Background: an optimization exercise with open tools, aiming at small area. Do not read the settings as production practice. RTL that was checked went through simulation tests only; none was proved equivalent to the original.

==> delta: inputs <==
==> flow/design.v <==
`default_nettype none
package alu_pkg;
    typedef logic [32-1:0]       word_t;
    typedef logic [2*32-1:0]     dword_t;
    typedef logic [$clog2(8)-1:0] sample_idx_t;
    typedef enum logic [4:0] {
        op_add,
        op_sub,
        op_mul,
        op_xor,
        op_or,
        op_and,
        op_sll,
        op_srl,
        op_sra,
        op_slt,
        op_sltu,
        op_beq,
        op_bne,
        op_blt,
        op_bge,
        op_lui,
        op_auipc,
        op_fft_load,
        op_fft_cal1,
        op_fft_cal2,
        op_fft_cal3,
        op_fft_export
    } alu_op_e;
    typedef struct packed {
        alu_op_e     op;
        sample_idx_t idx;
        logic        imag;
    } alu_cmd_t;
    typedef struct packed {
        word_t re;
        word_t im;
    } cplx_t;
endpackage
`default_nettype wire
`default_nettype none
`timescale 1ns/1ps
module int_alu (
    input  alu_pkg::alu_cmd_t cmd,
    input  alu_pkg::word_t    src1,
    input  alu_pkg::word_t    src2,
    input  alu_pkg::word_t    curr_pc,
    output alu_pkg::word_t    int_result,
    output logic              zero_d
);
    logic [5-1:0] shamt;
    logic [4:0]                 op;
    logic                       sub;
    alu_pkg::word_t             add_a;
    alu_pkg::word_t             add_b;
    logic [32:0]         sum;
    logic                       eq;
    logic                       ltu;
    logic                       lts;
    logic                       left;
    logic                       arith;
    alu_pkg::word_t             sh_in;
    logic [32:0]         sh_ext;
    alu_pkg::word_t             sh_out;
    alu_pkg::word_t             sh_res;
    assign op    = cmd.op;
    assign shamt = src2[5-1:0];
    assign sub   = (op != alu_pkg::op_add) && (op != alu_pkg::op_auipc);
    assign add_a = (op == alu_pkg::op_auipc) ? curr_pc : src1;
    assign add_b = sub ? ~src2 : src2;
    assign sum   = ({1'b0, add_a, 1'b1} + {1'b0, add_b, sub}) >> 1;
    assign eq    = (src1 == src2);
    assign ltu   = ~sum[32];
    assign lts   = (src1[32-1] ^ src2[32-1]) ? src1[32-1] : sum[32-1];
    assign left  = (op == alu_pkg::op_sll);
    assign arith = (op == alu_pkg::op_sra);
    always_comb begin
        for (int i = 0; i < 32; i++)
            sh_in[i] = left ? src1[32-1-i] : src1[i];
    end
    assign sh_ext = {arith & src1[32-1], sh_in};
    assign sh_out = alu_pkg::word_t'($signed(sh_ext) >>> shamt);
    always_comb begin
        for (int i = 0; i < 32; i++)
            sh_res[i] = left ? sh_out[32-1-i] : sh_out[i];
    end
    always_comb begin
        int_result = '0;
        zero_d     = 1'b0;
        case (op)
            alu_pkg::op_add,
            alu_pkg::op_sub,
            alu_pkg::op_auipc: int_result = sum[32-1:0];
            alu_pkg::op_mul:   int_result = src1 * src2;
            alu_pkg::op_xor:   int_result = src1 ^ src2;
            alu_pkg::op_or:    int_result = src1 | src2;
            alu_pkg::op_and:   int_result = src1 & src2;
            alu_pkg::op_sll,
            alu_pkg::op_srl,
            alu_pkg::op_sra:   int_result = sh_res;
            alu_pkg::op_slt:   int_result = alu_pkg::word_t'(lts);
            alu_pkg::op_sltu:  int_result = alu_pkg::word_t'(ltu);
            alu_pkg::op_beq:   zero_d = eq;
            alu_pkg::op_bne:   zero_d = ~eq;
            alu_pkg::op_blt:   zero_d = lts;
            alu_pkg::op_bge:   zero_d = ~lts;
            alu_pkg::op_lui:   int_result = src2;
            default: ;
        endcase
    end
endmodule
`default_nettype wire
`default_nettype none
`timescale 1ns/1ps
module fft_sample_bank (
    input  logic                      clk,
    input  logic                      rst,
    input  logic                      cmd_valid,
    input  alu_pkg::alu_cmd_t         cmd,
    input  alu_pkg::word_t            src1,
    input  alu_pkg::word_t            src2,
    output logic [8-1:0][2*32-1:0] c_raw,
    output logic                      c_zero
);
    logic [8-1:0][2*32-1:0] x;
    logic [8-1:0][2*32-1:0] a_raw;
    logic [8-1:0][2*32-1:0] b_raw;
    logic                                    a_zero;
    logic                                    b_zero;
    logic                                    load_en;
    logic [2*32-1:0]                  load_d;
    assign load_en = cmd_valid && (cmd.op == alu_pkg::op_fft_load);
    assign load_d  = rst ? '0 : {src1, src2};
    always_ff @(posedge clk) begin
        for (int i = 0; i < 8; i++) begin
            if (rst || (load_en && cmd.idx == i))
                x[i] <= load_d;
        end
    end
    always_ff @(posedge clk) begin
        if (cmd_valid && cmd.op == alu_pkg::op_fft_cal1) a_raw <= x;
        if (cmd_valid && cmd.op == alu_pkg::op_fft_cal2) b_raw <= a_raw;
        if (cmd_valid && cmd.op == alu_pkg::op_fft_cal3) c_raw <= b_raw;
    end
    always_ff @(posedge clk) begin
        if (rst) begin
            a_zero <= 1'b1;
            b_zero <= 1'b1;
            c_zero <= 1'b1;
        end else if (cmd_valid) begin
            if (cmd.op == alu_pkg::op_fft_cal1) a_zero <= 1'b0;
            if (cmd.op == alu_pkg::op_fft_cal2) b_zero <= a_zero;
            if (cmd.op == alu_pkg::op_fft_cal3) c_zero <= b_zero;
        end
    end
endmodule
`default_nettype wire
`default_nettype none
`timescale 1ns/1ps
module fft_butterfly (
    input  alu_pkg::alu_cmd_t         cmd,
    input  logic [8-1:0][2*32-1:0] raw,
    input  logic                      raw_zero,
    output alu_pkg::word_t            fft_result
);
    localparam int W  = 32;
    localparam int F  = 6;
    localparam int WF = W + F;           
    logic k0, k1, neg, c;
    logic [W-1:0] re [8];
    logic [W-1:0] im [8];
    always_comb begin
        for (int i = 0; i < 8; i++) begin
            re[i] = raw[i][2*W-1:W];
            im[i] = raw[i][W-1:0];
        end
    end
    assign k0  = cmd.idx[0];
    assign k1  = cmd.idx[1];
    assign neg = cmd.idx[2];
    assign c   = cmd.imag;
    logic         n5, nre, nim;
    logic [W-1:0] ra, rb, rc, rd, ia, ib, ic, id;
    logic [W-1:0] rs1, rc1, rs2, rc2, is1, ic1, is2, ic2;
    assign n5  = k0;
    assign nre = k1;
    assign nim = k1 ^ k0;
    assign ra = re[1];
    assign rb = re[5] ^ {W{n5}};
    assign rc = (k0 ? im[3] : re[3]) ^ {W{nre}};
    assign rd = (k0 ? im[7] : re[7]) ^ {W{nre ^ n5}};
    assign ia = im[1];
    assign ib = im[5] ^ {W{n5}};
    assign ic = (k0 ? re[3] : im[3]) ^ {W{nim}};
    assign id = (k0 ? re[7] : im[7]) ^ {W{nim ^ n5}};
    logic         rlo, ilo;
    assign rs1 = ra ^ rb ^ rc;
    assign rc1 = {(ra[W-2:0] & rb[W-2:0]) | (ra[W-2:0] & rc[W-2:0]) | (rb[W-2:0] & rc[W-2:0]), n5};
    assign rs2 = rs1 ^ rc1 ^ rd;
    assign rc2 = {(rs1[W-2:0] & rc1[W-2:0]) | (rs1[W-2:0] & rd[W-2:0]) | (rc1[W-2:0] & rd[W-2:0]), nre};
    assign is1 = ia ^ ib ^ ic;
    assign ic1 = {(ia[W-2:0] & ib[W-2:0]) | (ia[W-2:0] & ic[W-2:0]) | (ib[W-2:0] & ic[W-2:0]), n5};
    assign is2 = is1 ^ ic1 ^ id;
    assign ic2 = {(is1[W-2:0] & ic1[W-2:0]) | (is1[W-2:0] & id[W-2:0]) | (ic1[W-2:0] & id[W-2:0]), nim};
    assign rlo = nre ^ n5;
    assign ilo = nim ^ n5;
    localparam int WV = W + F;
    logic         use_re, use_im, a_neg, b_neg, g_neg, o_neg;
    logic         rcy, icy, rd_p, rd_m, id_p, id_m;
    logic [2:0]   up;
    logic [WV-1:0] w0, w1, w2, w3, vs1, vc1, vs2, vc2, v;
    logic          one_a, one_b, one_c;
    assign use_re = k0 | ~(c ^ k1);
    assign use_im = k0 |  (c ^ k1);
    assign a_neg  = (k0 ? (k1 | c) : (k1 & c)) ^ neg;
    assign b_neg  = (k0 & k1 & c) ^ neg;
    assign o_neg  = use_re ? a_neg : b_neg;
    assign g_neg  = use_re & use_im & (a_neg ^ b_neg);
    logic [W:0] rcy_w, icy_w;
    assign rcy_w = {1'b0, rs2[W-2:0], 1'b1} + {1'b0, rc2[W-2:0], rlo};
    assign icy_w = {1'b0, is2[W-2:0], 1'b1} + {1'b0, ic2[W-2:0], ilo};
    assign rcy   = rcy_w[W];
    assign icy   = icy_w[W];
    assign rd_p = use_re &  rs2[W-1] &  rc2[W-1] & ~rcy;
    assign rd_m = use_re & ~rs2[W-1] & ~rc2[W-1] &  rcy;
    assign id_p = use_im & (g_neg ? (~is2[W-1] & ~ic2[W-1] &  icy) : ( is2[W-1] &  ic2[W-1] & ~icy));
    assign id_m = use_im & (g_neg ? ( is2[W-1] &  ic2[W-1] & ~icy) : (~is2[W-1] & ~ic2[W-1] &  icy));
    assign up   = 3'(rd_p) + 3'(id_p) - 3'(rd_m) - 3'(id_m);
    assign w0 = use_re ? {{(WV-W){rs2[W-1]}} + {{(WV-W-3){up[2]}}, up}, rs2} : {{(WV-W-3){up[2]}}, up, {W{1'b0}}};
    assign w1 = use_re ? {{(WV-W){rc2[W-1]}}, rc2} : '0;
    assign w2 = use_im ? {{(WV-W){is2[W-1]}}, is2} ^ {WV{g_neg}} : '0;
    assign w3 = use_im ? {{(WV-W){ic2[W-1]}}, ic2} ^ {WV{g_neg}} : '0;
    assign one_a = g_neg | (use_im & ilo);
    assign one_b = g_neg & ~ilo;
    assign one_c = use_re & rlo;
    assign vs1 = w0 ^ w1 ^ w2;
    assign vc1 = {(w0[WV-2:0] & w1[WV-2:0]) | (w0[WV-2:0] & w2[WV-2:0]) | (w1[WV-2:0] & w2[WV-2:0]), one_a};
    assign vs2 = vs1 ^ vc1 ^ w3;
    assign vc2 = {(vs1[WV-2:0] & vc1[WV-2:0]) | (vs1[WV-2:0] & w3[WV-2:0]) | (vc1[WV-2:0] & w3[WV-2:0]), one_b};
    assign v   = WV'(({vs2, 1'b1} + {vc2, one_c}) >> 1);
    logic         sq;
    logic [W-1:0] t0, t4, t2, t6;
    assign sq = k1 ^ (k0 & c);
    assign t0 = c ? im[0] : re[0];
    assign t4 = (c ? im[4] : re[4]) ^ {W{k0}};
    assign t2 = ((c ^ k0) ? im[2] : re[2]) ^ {W{sq}};
    assign t6 = ((c ^ k0) ? im[6] : re[6]) ^ {W{sq ^ k0}};
    logic [WF-1:0] vx;
    logic [WF-1:0] m0, m1, m2, m3, kk;
    logic [WF-1:0] e0, e1, e2, e3;
    logic [2:0]    e_ones;
    logic [WF-1:0] fsum;
    assign vx = v ^ {WF{o_neg}};
    assign m0 = k0 ? (vx << 5) : (vx << 6);
    assign m1 = k0 ? (vx << 3) : '0;
    assign m2 = k0 ? (vx << 2) : '0;
    assign m3 = k0 ? vx        : '0;
    assign e0 = {t0, {F{1'b0}}};
    assign e1 = {t4, {F{1'b0}}};
    assign e2 = {t2, {F{1'b0}}};
    assign e3 = {t6, {F{1'b0}}};
    assign e_ones = {2'b00, k0} + {2'b00, sq} + {2'b00, sq ^ k0};
    assign kk = WF'({e_ones, {F{1'b0}}})
              + WF'((neg & k0) ? 63 : 0)
              + WF'(o_neg ? (k0 ? 45 : 64) : 0);
    function automatic logic [2*WF-1:0] csa(input logic [WF-1:0] a, input logic [WF-1:0] b,
                                            input logic [WF-1:0] d);
        logic [WF-1:0] s;
        logic [WF-1:0] cy;
        s  = a ^ b ^ d;
        cy = ((a & b) | (a & d) | (b & d)) << 1;
        csa = {s, cy};
    endfunction
    logic [WF-1:0] ea_s, ea_c, eb_s, eb_c, ec_s, ec_c;
    logic [WF-1:0] fa_s, fa_c, fb_s, fb_c, fc_s, fc_c, fd_s, fd_c;
    assign {ea_s, ea_c} = csa(e0, e1, e2);
    assign {eb_s, eb_c} = csa(ea_s, ea_c, e3);
    assign {ec_s, ec_c} = csa(eb_s, eb_c, kk);
    assign {fa_s, fa_c} = csa(m0, m1, m2);
    assign {fb_s, fb_c} = csa(m3, ec_s, ec_c);
    assign {fc_s, fc_c} = csa(fa_s, fa_c, fb_s);
    assign {fd_s, fd_c} = csa(fc_s, fc_c, fb_c);
    assign fsum = fd_s + fd_c;
    assign fft_result = raw_zero ? '0 : fsum[WF-1:F];
endmodule
`default_nettype wire
`default_nettype none
`timescale 1ns/1ps
module alu_top (
    input  logic     clk,
    input  logic     rst,
    input  logic     cmd_valid,
    input  alu_pkg::alu_cmd_t cmd,
    input  alu_pkg::word_t    src1,
    input  alu_pkg::word_t    src2,
    input  alu_pkg::word_t    curr_pc,
    output logic     result_valid,
    output alu_pkg::word_t    result,
    output logic     zero
);
    alu_pkg::word_t                           int_result;
    logic                                     zero_d;
    alu_pkg::word_t                           fft_result;
    logic [8-1:0][2*32-1:0] c_raw;
    logic                                     c_zero;
    logic                                     has_result;
    logic                                     is_export;
    int_alu int_alu_i (
        .cmd        (cmd),
        .src1       (src1),
        .src2       (src2),
        .curr_pc    (curr_pc),
        .int_result (int_result),
        .zero_d     (zero_d)
    );
    fft_sample_bank fft_sample_bank_i (
        .clk       (clk),
        .rst       (rst),
        .cmd_valid (cmd_valid),
        .cmd       (cmd),
        .src1      (src1),
        .src2      (src2),
        .c_raw     (c_raw),
        .c_zero    (c_zero)
    );
    fft_butterfly fft_butterfly_i (
        .cmd        (cmd),
        .raw        (c_raw),
        .raw_zero   (c_zero),
        .fft_result (fft_result)
    );
    assign is_export  = (cmd.op == alu_pkg::op_fft_export);
    assign has_result = (cmd.op <= alu_pkg::op_auipc) || is_export;
    always_ff @(posedge clk) begin
        if (rst) begin
            result_valid <= 1'b0;
            zero         <= 1'b0;
        end else begin
            result_valid <= cmd_valid & has_result;
            zero         <= cmd_valid & zero_d;
        end
    end
    always_ff @(posedge clk) begin
        result <= is_export ? fft_result : int_result;
    end
endmodule
`default_nettype wire
==> flow/run.sh <==
#!/bin/bash
# synth_recipe.tcl (not shown) runs the flow's synth.tcl, then flattens the netlist and writes it again
# the make line also repeats each setting of config.mk as NAME=value (left out here)
make -C /OpenROAD-flow-scripts/flow DESIGN_CONFIG=/design/flow/config.mk WORK_HOME=/design/flow/orfs CLKGATE_MAP_FILE= SYNTH_SCRIPT=/design/flow/synth_recipe.tcl finish
==> flow/config.mk <==
export PLATFORM = sky130hd
export DESIGN_NAME = alu_top
export DESIGN_NICKNAME = alu_top
export VERILOG_FILES = /design/flow/design.v
export SDC_FILE = /design/flow/constraint.sdc
export NUM_CORES = 4
export LEC_CHECK = 0
export CAP_MARGIN = 20
export CORE_MARGIN = 2
export CORE_UTILIZATION = 60
export CTS_BUF_LIST = sky130_fd_sc_hd__clkbuf_16
export CTS_CLUSTER_DIAMETER = 120
export CTS_CLUSTER_SIZE = 30
export PLACE_DENSITY = 0.7
export SLEW_MARGIN = 20
==> flow/constraint.sdc <==
create_clock -name core_clock -period 12.0 [get_ports {clk}]
set_input_delay 2.4000 -clock core_clock [delete_from_list [all_inputs] [get_ports {clk}]]
set_output_delay 2.4000 -clock core_clock [all_outputs]
set_load 0.01 [all_outputs]
==> willow: changes against delta <==
--- a/flow/design.v
+++ b/flow/design.v
@@ -184,2 +184,3 @@
     logic [W-1:0] rs1, rc1, rs2, rc2, is1, ic1, is2, ic2;
+    logic [W-1:0] ore, oim;
     assign n5  = k0;
@@ -195,3 +196,2 @@
     assign id = (k0 ? re[7] : im[7]) ^ {W{nim ^ n5}};
-    logic         rlo, ilo;
     assign rs1 = ra ^ rb ^ rc;
@@ -200,2 +200,3 @@
     assign rc2 = {(rs1[W-2:0] & rc1[W-2:0]) | (rs1[W-2:0] & rd[W-2:0]) | (rc1[W-2:0] & rd[W-2:0]), nre};
+    assign ore = W'(({rs2, 1'b1} + {rc2, nre ^ n5}) >> 1);
     assign is1 = ia ^ ib ^ ic;
@@ -204,10 +205,7 @@
     assign ic2 = {(is1[W-2:0] & ic1[W-2:0]) | (is1[W-2:0] & id[W-2:0]) | (ic1[W-2:0] & id[W-2:0]), nim};
-    assign rlo = nre ^ n5;
-    assign ilo = nim ^ n5;
-    localparam int WV = W + F;
-    logic         use_re, use_im, a_neg, b_neg, g_neg, o_neg;
-    logic         rcy, icy, rd_p, rd_m, id_p, id_m;
-    logic [2:0]   up;
-    logic [WV-1:0] w0, w1, w2, w3, vs1, vc1, vs2, vc2, v;
-    logic          one_a, one_b, one_c;
+    assign oim = W'(({is2, 1'b1} + {ic2, nim ^ n5}) >> 1);
+    logic         use_re, use_im, a_neg, b_neg;
+    logic [W:0]   va, vb;
+    logic [W:0]   v;
+    logic         v_extra;
     assign use_re = k0 | ~(c ^ k1);
@@ -216,26 +214,6 @@
     assign b_neg  = (k0 & k1 & c) ^ neg;
-    assign o_neg  = use_re ? a_neg : b_neg;
-    assign g_neg  = use_re & use_im & (a_neg ^ b_neg);
-    logic [W:0] rcy_w, icy_w;
-    assign rcy_w = {1'b0, rs2[W-2:0], 1'b1} + {1'b0, rc2[W-2:0], rlo};
-    assign icy_w = {1'b0, is2[W-2:0], 1'b1} + {1'b0, ic2[W-2:0], ilo};
-    assign rcy   = rcy_w[W];
-    assign icy   = icy_w[W];
-    assign rd_p = use_re &  rs2[W-1] &  rc2[W-1] & ~rcy;
-    assign rd_m = use_re & ~rs2[W-1] & ~rc2[W-1] &  rcy;
-    assign id_p = use_im & (g_neg ? (~is2[W-1] & ~ic2[W-1] &  icy) : ( is2[W-1] &  ic2[W-1] & ~icy));
-    assign id_m = use_im & (g_neg ? ( is2[W-1] &  ic2[W-1] & ~icy) : (~is2[W-1] & ~ic2[W-1] &  icy));
-    assign up   = 3'(rd_p) + 3'(id_p) - 3'(rd_m) - 3'(id_m);
-    assign w0 = use_re ? {{(WV-W){rs2[W-1]}} + {{(WV-W-3){up[2]}}, up}, rs2} : {{(WV-W-3){up[2]}}, up, {W{1'b0}}};
-    assign w1 = use_re ? {{(WV-W){rc2[W-1]}}, rc2} : '0;
-    assign w2 = use_im ? {{(WV-W){is2[W-1]}}, is2} ^ {WV{g_neg}} : '0;
-    assign w3 = use_im ? {{(WV-W){ic2[W-1]}}, ic2} ^ {WV{g_neg}} : '0;
-    assign one_a = g_neg | (use_im & ilo);
-    assign one_b = g_neg & ~ilo;
-    assign one_c = use_re & rlo;
-    assign vs1 = w0 ^ w1 ^ w2;
-    assign vc1 = {(w0[WV-2:0] & w1[WV-2:0]) | (w0[WV-2:0] & w2[WV-2:0]) | (w1[WV-2:0] & w2[WV-2:0]), one_a};
-    assign vs2 = vs1 ^ vc1 ^ w3;
-    assign vc2 = {(vs1[WV-2:0] & vc1[WV-2:0]) | (vs1[WV-2:0] & w3[WV-2:0]) | (vc1[WV-2:0] & w3[WV-2:0]), one_b};
-    assign v   = WV'(({vs2, 1'b1} + {vc2, one_c}) >> 1);
+    assign va = ({ore[W-1], ore} & {(W+1){use_re}}) ^ {(W+1){a_neg & use_re}};
+    assign vb = ({oim[W-1], oim} & {(W+1){use_im}}) ^ {(W+1){b_neg & use_im}};
+    assign v       = (W+1)'(({va, 1'b1} + {vb, (a_neg & use_re) | (b_neg & use_im)}) >> 1);
+    assign v_extra = a_neg & use_re & b_neg & use_im;
     logic         sq;
@@ -252,3 +230,3 @@
     logic [WF-1:0] fsum;
-    assign vx = v ^ {WF{o_neg}};
+    assign vx = {{(WF-W-1){v[W]}}, v};
     assign m0 = k0 ? (vx << 5) : (vx << 6);
@@ -264,3 +242,3 @@
               + WF'((neg & k0) ? 63 : 0)
-              + WF'(o_neg ? (k0 ? 45 : 64) : 0);
+              + WF'(v_extra ? (k0 ? 45 : 64) : 0);
     function automatic logic [2*WF-1:0] csa(input logic [WF-1:0] a, input logic [WF-1:0] b,
@@ -273,12 +251,13 @@
     endfunction
-    logic [WF-1:0] ea_s, ea_c, eb_s, eb_c, ec_s, ec_c;
-    logic [WF-1:0] fa_s, fa_c, fb_s, fb_c, fc_s, fc_c, fd_s, fd_c;
-    assign {ea_s, ea_c} = csa(e0, e1, e2);
-    assign {eb_s, eb_c} = csa(ea_s, ea_c, e3);
-    assign {ec_s, ec_c} = csa(eb_s, eb_c, kk);
-    assign {fa_s, fa_c} = csa(m0, m1, m2);
-    assign {fb_s, fb_c} = csa(m3, ec_s, ec_c);
-    assign {fc_s, fc_c} = csa(fa_s, fa_c, fb_s);
-    assign {fd_s, fd_c} = csa(fc_s, fc_c, fb_c);
-    assign fsum = fd_s + fd_c;
+    logic [WF-1:0] l1a_s, l1a_c, l1b_s, l1b_c, l1c_s, l1c_c;
+    logic [WF-1:0] l2a_s, l2a_c, l2b_s, l2b_c;
+    logic [WF-1:0] l3_s, l3_c, l4_s, l4_c;
+    assign {l1a_s, l1a_c} = csa(m0, m1, m2);
+    assign {l1b_s, l1b_c} = csa(m3, e0, e1);
+    assign {l1c_s, l1c_c} = csa(e2, e3, kk);
+    assign {l2a_s, l2a_c} = csa(l1a_s, l1a_c, l1b_s);
+    assign {l2b_s, l2b_c} = csa(l1b_c, l1c_s, l1c_c);
+    assign {l3_s, l3_c}   = csa(l2a_s, l2a_c, l2b_s);
+    assign {l4_s, l4_c}   = csa(l3_s, l3_c, l2b_c);
+    assign fsum = l4_s + l4_c;
     assign fft_result = raw_zero ? '0 : fsum[WF-1:F];
Settings changed: CTS_BUF_LIST sky130_fd_sc_hd__clkbuf_16 to sky130_fd_sc_hd__clkbuf_4 sky130_fd_sc_hd__clkbuf_8, CTS_CLUSTER_DIAMETER 120 to default.
==> results.txt <==
metric                                                                               willow                       delta
GR Layer Usage met2                                                                  0.5179                      0.5043
Synthesis-to-layout area growth                                                      15.16%                      11.47%
Number of clock buffer instances in the layout                                          434                          83
Outcome                                                             complete, no violations  complete, but fails checks
Reasons for failing layout checks                                                         -                setup timing
#MultiIn Comb                                                                          4065                        4144
Number of nets at the end of the flow                                                  9626                        9714
Highest clock rate                                                                84.75 MHz                   79.05 MHz
Total setup violations reported at the end of the flow                                    0                          10
Max Clock Skew                                                                    0.1232 ns                  0.04633 ns
Share of cells above drive strength 1                                                0.1714                      0.1239
Placed insts                                                                          10360                       10630
Sum of negative setup slack                                                            0 ns                   -2.983 ns
Number of buffer and inverter instances along the worst setup path                        9                          13
Invs w/o clock                                                                         1108                        1268
Via total after detailed routing                                                      62950                       61700
Worst-case register-to-register setup slack                                         1.37 ns                     0.71 ns
For delta, only the layout was checked, not whether the RTL still works.

re-timing with driven ports:
In the flow no input, the clock included, has a driving cell. The finished layouts below were timed again as built, in two steps. Step 1 sets driving cells, clkbuf_16 on the clock port and buf_2 on the other inputs (assumed; they add their load-dependent delay and slew). Step 2 also shifts input and output timing later by t, the mid clock arrival at the registers, as if the neighbouring blocks saw the same clock. Three values: no drivers, after step 1, after step 2; two values: the first two.
run | t, ns | setup slack, ns | worst setup path at the end
delta | 0.843 | -0.650 / -0.770 / -1.612 | input to register
willow | 1.095 | 0.201 / 0.177 / -0.918 | input to register
Met with ideal ports but missed after step 2: setup timing in willow. For willow, which loses most, drivers alone change the setup slack by -0.024 ns; drivers and shift together by -1.119 ns.
